This design comes from an exercise in tuning for small area, a short achievable clock period and few clock cycles on the open sky130 flow, not from production work. Only simulation tests tie the RTL to the original design; equivalence was not proved. Power is estimated from default activity; no workload was simulated.

==> design.v <==
package rc4_pkg;
  localparam int KEY_DEPTH_DEF = 256;
  localparam int LEN_W         = 9;
  localparam logic [LEN_W-1:0] KEY_LEN_RESET = LEN_W'(16);
  localparam logic [1:0] CMD_LOAD     = 2'd0;
  localparam logic [1:0] CMD_SCHEDULE = 2'd1;
  localparam logic [1:0] CMD_ENCRYPT  = 2'd2;
  localparam logic [1:0] KIND_CIPHER    = 2'd0;
  localparam logic [1:0] KIND_DONE      = 2'd1;
  localparam logic [1:0] KIND_NOT_KEYED = 2'd2;
endpackage
module rc4_stream_cipher #(
  parameter int KEY_DEPTH = rc4_pkg::KEY_DEPTH_DEF
) (
  input  logic               clk,
  input  logic               rst,
  input  logic               cfg_valid,
  output logic               cfg_ready,
  input  logic [8:0]         cfg_data,
  input  logic               in_valid,
  output logic               in_ready,
  input  logic [17:0]        in_data,
  output logic               out_valid,
  input  logic               out_ready,
  output logic [17:0]        out_data
);
  logic [2047:0] s;         
  logic [2047:0] key;       
  logic [8:0]    key_len;
  logic          keyed;
  logic          x_valid;
  logic [1:0]    x_code;
  logic [7:0]    x_idx, x_data;
  logic [1:0]    ph;        
  logic [7:0]    o;         
  logic [7:0]    jr;        
  logic [7:0]    km1;       
  logic [7:0]    kpos;      
  logic          y_valid;
  logic [1:0]    y_kind;
  logic [7:0]    y_data, y_p, y_sj;
  logic          r1_valid;
  logic [17:0]   r1;
  logic go, is_load, is_sched, is_enc, x_done, emit;
  logic do_init, do_ksa, do_rot, do_prga, do_swap, do_shift;
  logic [8:0] eff_len;
  assign go       = !r1_valid;
  assign is_load  = (x_code == rc4_pkg::CMD_LOAD);
  assign is_sched = (x_code == rc4_pkg::CMD_SCHEDULE);
  assign is_enc   = (x_code == rc4_pkg::CMD_ENCRYPT);
  assign x_done   = x_valid && (!is_sched || ph == 2'd2);
  assign emit     = x_valid && (is_enc || (is_sched && ph == 2'd2));
  assign do_init  = go && x_valid && is_sched && (ph == 2'd0);
  assign do_ksa   = go && x_valid && is_sched && (ph == 2'd1);
  assign do_rot   = go && x_valid && is_sched && (ph == 2'd2);
  assign do_prga  = go && x_valid && is_enc && keyed;
  assign do_swap  = do_ksa || do_prga;
  assign do_shift = do_swap || do_rot;
  assign in_ready  = go && (!x_valid || x_done);
  assign cfg_ready = 1'b1;
  always_comb begin
    if (key_len < 9'd3)        eff_len = 9'd3;
    else if (key_len > 9'd256) eff_len = 9'd256;
    else                       eff_len = key_len;
  end
  logic [7:0] si, sj, a;
  assign si = s[7:0];
  assign a  = jr + si + km1;         
  assign sj = s[{a, 3'b000} +: 8];
  genvar g;
  generate
    for (g = 0; g < 256; g++) begin : g_s
      if (g < 255) begin : g_lo
        always_ff @(posedge clk) begin
          if (do_init) begin
            s[8*g +: 8] <= 8'(g);
          end else if (do_shift) begin
            s[8*g +: 8] <= (do_swap && a == 8'(g + 1)) ? si : s[8*(g+1) +: 8];
          end
        end
      end else begin : g_hi
        always_ff @(posedge clk) begin
          if (do_init) begin
            s[8*g +: 8] <= 8'(g);
          end else if (do_shift) begin
            s[8*g +: 8] <= do_rot ? si : sj;
          end
        end
      end
    end
  endgenerate
  logic       key_we;
  logic [7:0] kr;
  assign key_we = go && x_valid && is_load;
  assign kr     = key[{kpos, 3'b000} +: 8];
  generate
    for (g = 0; g < 256; g++) begin : g_k
      always_ff @(posedge clk) begin
        if (key_we && x_idx == 8'(g)) begin
          key[8*g +: 8] <= x_data;
        end
      end
    end
  endgenerate
  always_ff @(posedge clk) begin
    if (do_init) begin
      o  <= 8'd0;
      jr <= 8'd1;
    end else if (do_swap) begin
      o  <= o + 8'd1;
      jr <= a;
    end else if (do_rot) begin
      o  <= o + 8'd1;
      jr <= 8'd0;
    end
    if (do_init || do_ksa) begin
      km1 <= kr - 8'd1;
    end else if (do_rot) begin
      km1 <= 8'hFF;
    end
  end
  always_ff @(posedge clk) begin
    if (rst) begin
      x_valid <= 1'b0;
      ph      <= 2'd0;
      keyed   <= 1'b0;
      kpos    <= 8'd0;
      key_len <= rc4_pkg::KEY_LEN_RESET;
    end else begin
      if (cfg_valid) begin
        key_len <= cfg_data;
      end
      if (in_valid && in_ready) begin
        x_valid <= 1'b1;
      end else if (go && x_done) begin
        x_valid <= 1'b0;
      end
      if (do_init) begin
        ph <= 2'd1;
      end else if (do_ksa && o == 8'hFF) begin
        ph <= 2'd2;
      end else if (do_rot) begin
        ph <= 2'd0;
      end
      if (do_rot) begin
        keyed <= 1'b1;
      end
      if (do_init || do_ksa) begin
        kpos <= ({1'b0, kpos} + 9'd1 >= eff_len) ? 8'd0 : kpos + 8'd1;
      end else if (do_rot) begin
        kpos <= 8'd0;
      end
    end
  end
  always_ff @(posedge clk) begin
    if (in_valid && in_ready) begin
      x_code <= in_data[17:16];
      x_idx  <= in_data[15:8];
      x_data <= in_data[7:0];
    end
  end
  logic [7:0]  ks;
  logic [17:0] res;
  assign ks  = s[{8'(y_p + y_sj), 3'b000} +: 8];
  assign res = (y_kind == rc4_pkg::KIND_CIPHER) ? {rc4_pkg::KIND_CIPHER, ks, y_data ^ ks}
                                                : {y_kind, 8'd0, y_data};
  always_ff @(posedge clk) begin
    if (rst) begin
      y_valid <= 1'b0;
    end else if (go) begin
      y_valid <= emit;
    end
  end
  always_ff @(posedge clk) begin
    if (go) begin
      y_kind <= is_enc ? (keyed ? rc4_pkg::KIND_CIPHER : rc4_pkg::KIND_NOT_KEYED)
                       : rc4_pkg::KIND_DONE;
      y_data <= is_enc ? x_data : 8'd0;
      y_p    <= si + ~o;
      y_sj   <= sj;
    end
  end
  logic push;
  assign push = go && y_valid;
  always_ff @(posedge clk) begin
    if (rst) begin
      out_valid <= 1'b0;
      r1_valid  <= 1'b0;
    end else if (!out_valid || out_ready) begin
      out_valid <= r1_valid || push;
      r1_valid  <= 1'b0;
    end else if (push) begin
      r1_valid  <= 1'b1;
    end
  end
  always_ff @(posedge clk) begin
    if (!out_valid || out_ready) begin
      if (r1_valid) begin
        out_data <= r1;
      end else if (push) begin
        out_data <= res;
      end
    end else if (push) begin
      r1 <= res;
    end
  end
endmodule
==> run.sh <==
#!/bin/bash
# synth_recipe.tcl (not shown) runs the flow's synth.tcl, then flattens the netlist and writes it again
# the make line also repeats each setting of config.mk as NAME=value (left out here)
make -C /OpenROAD-flow-scripts/flow DESIGN_CONFIG=/design/flow/config.mk WORK_HOME=/design/flow/orfs CLKGATE_MAP_FILE= SYNTH_SCRIPT=/design/flow/synth_recipe.tcl finish
==> config.mk <==
export PLATFORM = sky130hd
export DESIGN_NAME = rc4_stream_cipher
export DESIGN_NICKNAME = rc4_stream_cipher
export VERILOG_FILES = /design/flow/design.v
export SDC_FILE = /design/flow/constraint.sdc
export NUM_CORES = 4
export LEC_CHECK = 0
export CAP_MARGIN = 20
export CORE_MARGIN = 2
export CORE_UTILIZATION = 40
export SLEW_MARGIN = 20
==> constraint.sdc <==
create_clock -name core_clock -period 10.0 [get_ports {clk}]
set_input_delay 2.0000 -clock core_clock [delete_from_list [all_inputs] [get_ports {clk}]]
set_output_delay 2.0000 -clock core_clock [all_outputs]
set_load 0.01 [all_outputs]
==> results.toml <==
[drt]
drtIter0Drc = 21300
vias = 156000
drt_wl_total_mm = 727
ant_nets = 0
avgRoutedWirePerCell_um = 29.7
first_pass_iters = 7
via_per_inst = 6.38
drc = 0

[synthesis]
ys_async_sr_fraction_pct = 0
synth_most_common_cell = "nand2_1"
syn_nets = 18000
ys_top_cells_by_count = "nand2_1, edfxtp_1, dfxtp_1"
synth_compound_gate_area_share_pct = 8.82
synth_top_area_share_pct = 30.5
synth-edff-count = 2136
synth.cell_area_mm2 = 0.210
synth_xor_area_share_pct = 0.229
synthMuxAreaShare_pct = 25.1
synthSimpleGateAreaFrac_pct = 11.7
ys_seq_area_share_pct = 50.4
yosys_warnings = 1
ys_seq_elements = 4224
yosys-top-cells-area = "edfxtp_1, dfxtp_1, mux4_2"
synth_cells = 17900
synth_top_family_by_area = "multiplexers"
yosys.area.top_type = "edfxtp_1"
synth.avg_cell_area_um2 = 11.7
synth.distinct_cells = 87
ys.flop_type = "edfxtp_1"
synthAdderAreaFrac_pct = 0.286

[cts]
cts_made_buffers = 454
htreeDepth = 5
cts_setup_buffers = 0
cts_max_path_buffers = 4
cts_hold_repair.buffers = 0
clock-sinks = 4224
insertion_delay_ns = 1.10
cts_tree = "done"
root_buffer = "clkbuf_16"
cts.repair.resized = 0
clkTransAtPathRegs_ns = 0.06

[worst_setup_path]
endpoint_kind = "flop"
startpoint_type = "flop"
rrSetupSlack_ns = 3.31
cp-endpoint = "out_data[7]$_DFFE_PP_"
crit_arrival_ns = 7.54
reg2reg_depth = 11
required_ns = 10.85
worstPathMaxFanout = 102
reg2reg_to = "out_data[7]$_DFFE_PP_"
crit_type = "reg2reg"
r2r-start = "y_p[0]$_DFFE_PN_"
crit_path_start = "y_p[0]$_DFFE_PN_"

[global_routing]
grt_usage_pct = 26.5
antenna_found_initial = 30
grt_pass1_vias = 145000
overflow = 0
grt_first_pass_wirelength_mm = 1050
grt_max_degree = 246

[outcome]
status = "complete, no violations"

[pwr]
ir_drop_v = 0.000398
leakagePower_nw = 74.7
p_total_mw = 53.4
p_per_area_mw_per_mm2 = 231

[sta]
final.setup.tns_ns = 0
setup_viol = 0
hold_violations = 0
max_slew_margin_pct = 13.0
drv_slew = 0
layout_worst_path_cycle_share_pct = 66.9
worst-slew-pin-transition_ns = 1.30
fmax_ghz = 0.149
final.setup.worst_slack_ns = 3.31
period_minus_slack_ns = 6.69
fin_skew_ns = 0.131
rsz0062_at_grt = "no"

[finish]
drive_above_1_share_pct = 17.3
fillers = 47700
fin_nets = 17100
syn_to_final_growth_pct = 10.1

[floorplan]
core_area_mm2 = 0.524
die_area_mm2 = 0.531
io_pins = 53
rows = 266
dieWidth_um = 729
dieHeight_um = 729
initial_core_util_pct = 40.1

[placed_design]
portBuffers = 51
place_hpwl_mm = 447
dp_slack_ns = 3.56
place.gp.congestion = 0.909

[hold_path]
hp-class = "reg2reg"

[job]
maxCapViolations = 0
-- kinds of logic after synthesis --
| family | after synthesis |
|---|---|
| AO/OA/AOI/OAI | 2948 |
| XOR/XNOR | 54 |
| flip-flops | 4224 |
| AND/OR/NAND/NOR | 5796 |
| adder cells (fa/ha/maj) | 42 |
| buffers and inverters | 1746 |
| other | 1 |
| multiplexers | 3112 |
-- power breakdown --
part | switching, mW | internal (mW)
combinational | 9.94 | 6.23
sequential | 1.02 | 19.1
clock | 7.41 | 9.68
-- final cells by class --
| cell class | count | area (µm²) | area share, % |
|---|---|---|---|
| diodes | 18 | 45.0 | 0.0195 |
| clock buffers | 618 | 12800 | 5.54 |
| clock inverters | 213 | 2090 | 0.903 |
| inverters | 27 | 101 | 0.0438 |
| multi-input cells | 12000 | 97600 | 42.2 |
| flip-flops and latches | 4224 | 106000 | 45.8 |
| well taps | 6968 | 8720 | 3.77 |
| repair buffers | 401 | 3970 | 1.72 |
-- worst max-delay path: stages, from the launching register on --
cell      delay (ns)
edfxtp_1        0.41
ha_4            0.19
fa_4            1.19
buf_12          0.56
mux4_2          0.41
mux4_2          0.54
mux2i_1         0.50
mux2i_1         0.33
a22oi_1         0.83
o221ai_1        0.75
xor2_1          0.33
mux2_2          0.32
-- state kept, by name, summed over array words and instances (netlist names), 8 cells and up --
| signal | cells |
|---|---|
| key_len | 9 |
| y_data | 8 |
| jr | 8 |
| y_p | 8 |
| x_data | 8 |
| r1 | 18 |
| o | 8 |
| s | 2048 |
| kpos | 8 |
| km1 | 8 |
| x_idx | 8 |
| out_data | 18 |
| y_sj | 8 |
| key | 2048 |
-- cell usage in the layout, fill, tap and decap left out, types with 18 or more instances in the layout --
master | netlist | final
o21ai_0 | 1370 | 1370
o31ai_1 | 20 | 18
clkinv_2 | 0 | 81
nand2_1 | 2582 | 2577
clkbuf_1 | 1277 | 90
nor2_1 | 1392 | 1381
nor3_1 | 36 | 22
ha_1 | 32 | 30
a221oi_1 | 20 | 19
nor2b_1 | 24 | 22
clkinv_1 | 2 | 62
nor2_2 | 105 | 110
bufinv_16 | 0 | 28
clkdlybuf4s50_1 | 0 | 51
a311oi_1 | 83 | 68
clkbuf_16 | 0 | 463
and2_1 | 84 | 84
o21ai_1 | 76 | 76
or3_1 | 24 | 20
inv_1 | 23 | 21
buf_4 | 39 | 282
mux2i_1 | 1356 | 1356
clkbuf_8 | 0 | 65
o22ai_1 | 21 | 21
a22oi_1 | 72 | 72
nand2b_1 | 23 | 23
buf_12 | 0 | 64
mux4_2 | 1721 | 1721
xnor2_1 | 30 | 23
a211oi_1 | 1095 | 1095
mux2_2 | 35 | 35
a21oi_1 | 67 | 66
dfxtp_1 | 2088 | 2074
nand3_1 | 1444 | 1438
a31oi_1 | 18 | 18
o221ai_1 | 25 | 24
diode_2 | 0 | 18
edfxtp_1 | 2136 | 2136
-- routing by layer --
layer  track usage (%)  up-vias  routed length [µm]
li1                  -    66300                   -
met2              40.6     8663              327000
met4              14.0       10               45100
met1              36.1    79000              285000
met3              4.81     1761               69600
met5                 0        -                  74
-- stage by stage --
stage | std cells | hold slack, ns | area, µm² | util (%)
detailed placement | 23600 | 0.478 | 216000 | 41.3
finish | 24400 | 0.487 | 231000 | 44.1
global placement | 23600 | 0.464 | 216000 | 41.2
CTS | 24400 | 0.482 | 231000 | 44.1
floorplan | 17900 | 0.453 | 210000 | -
global route | 24400 | 0.511 | 231000 | 44.1
-- worst min-delay path by stage --
stage | start | end | slack [ns] | cells after the start
after CTS | s[1372]$_SDFFE_PP0P_ | s[1364]$_SDFFE_PP0P_ | 0.48 | 2
after global routing | o[1]$_SDFFE_PP0P_ | o[1]$_SDFFE_PP0P_ | 0.51 | 2
after global placement | o[1]$_SDFFE_PP0P_ | o[1]$_SDFFE_PP0P_ | 0.46 | 2
final | o[1]$_SDFFE_PP0P_ | o[1]$_SDFFE_PP0P_ | 0.49 | 2
after detailed placement | jr[7]$_SDFFE_PP0P_ | jr[7]$_SDFFE_PP0P_ | 0.48 | 2
after floorplan | o[1]$_SDFFE_PP0P_ | o[1]$_SDFFE_PP0P_ | 0.45 | 2
Testbench counts, summed over its fixed seeds: cycles 10,850.

==> static timing again, ports no longer ideal <==
The results above use ideal ports. As a check the final layout listed here was re-extracted and re-timed, cells and wires unchanged.
Step 1, drivers: a clkbuf_16 drives clk and a buf_2 each remaining input, both assumed.
Step 2, shift: input delay + t, output delay - t, t = (earliest + latest rising clock arrival at the registers) / 2. This alone moves slack from input paths to output paths.
Slacks: no drivers / after step 1 / after step 2; pairs: no drivers / after step 1.
t, ns: 1.163
setup WS [ns]: 3.307 / 3.307 / 3.307
worst slew at a driven data input, ns: 0.04
After both steps this run still meets setup and hold. For this run, drivers alone change the setup slack by 0.000 ns; drivers and shift together by 0.000 ns.
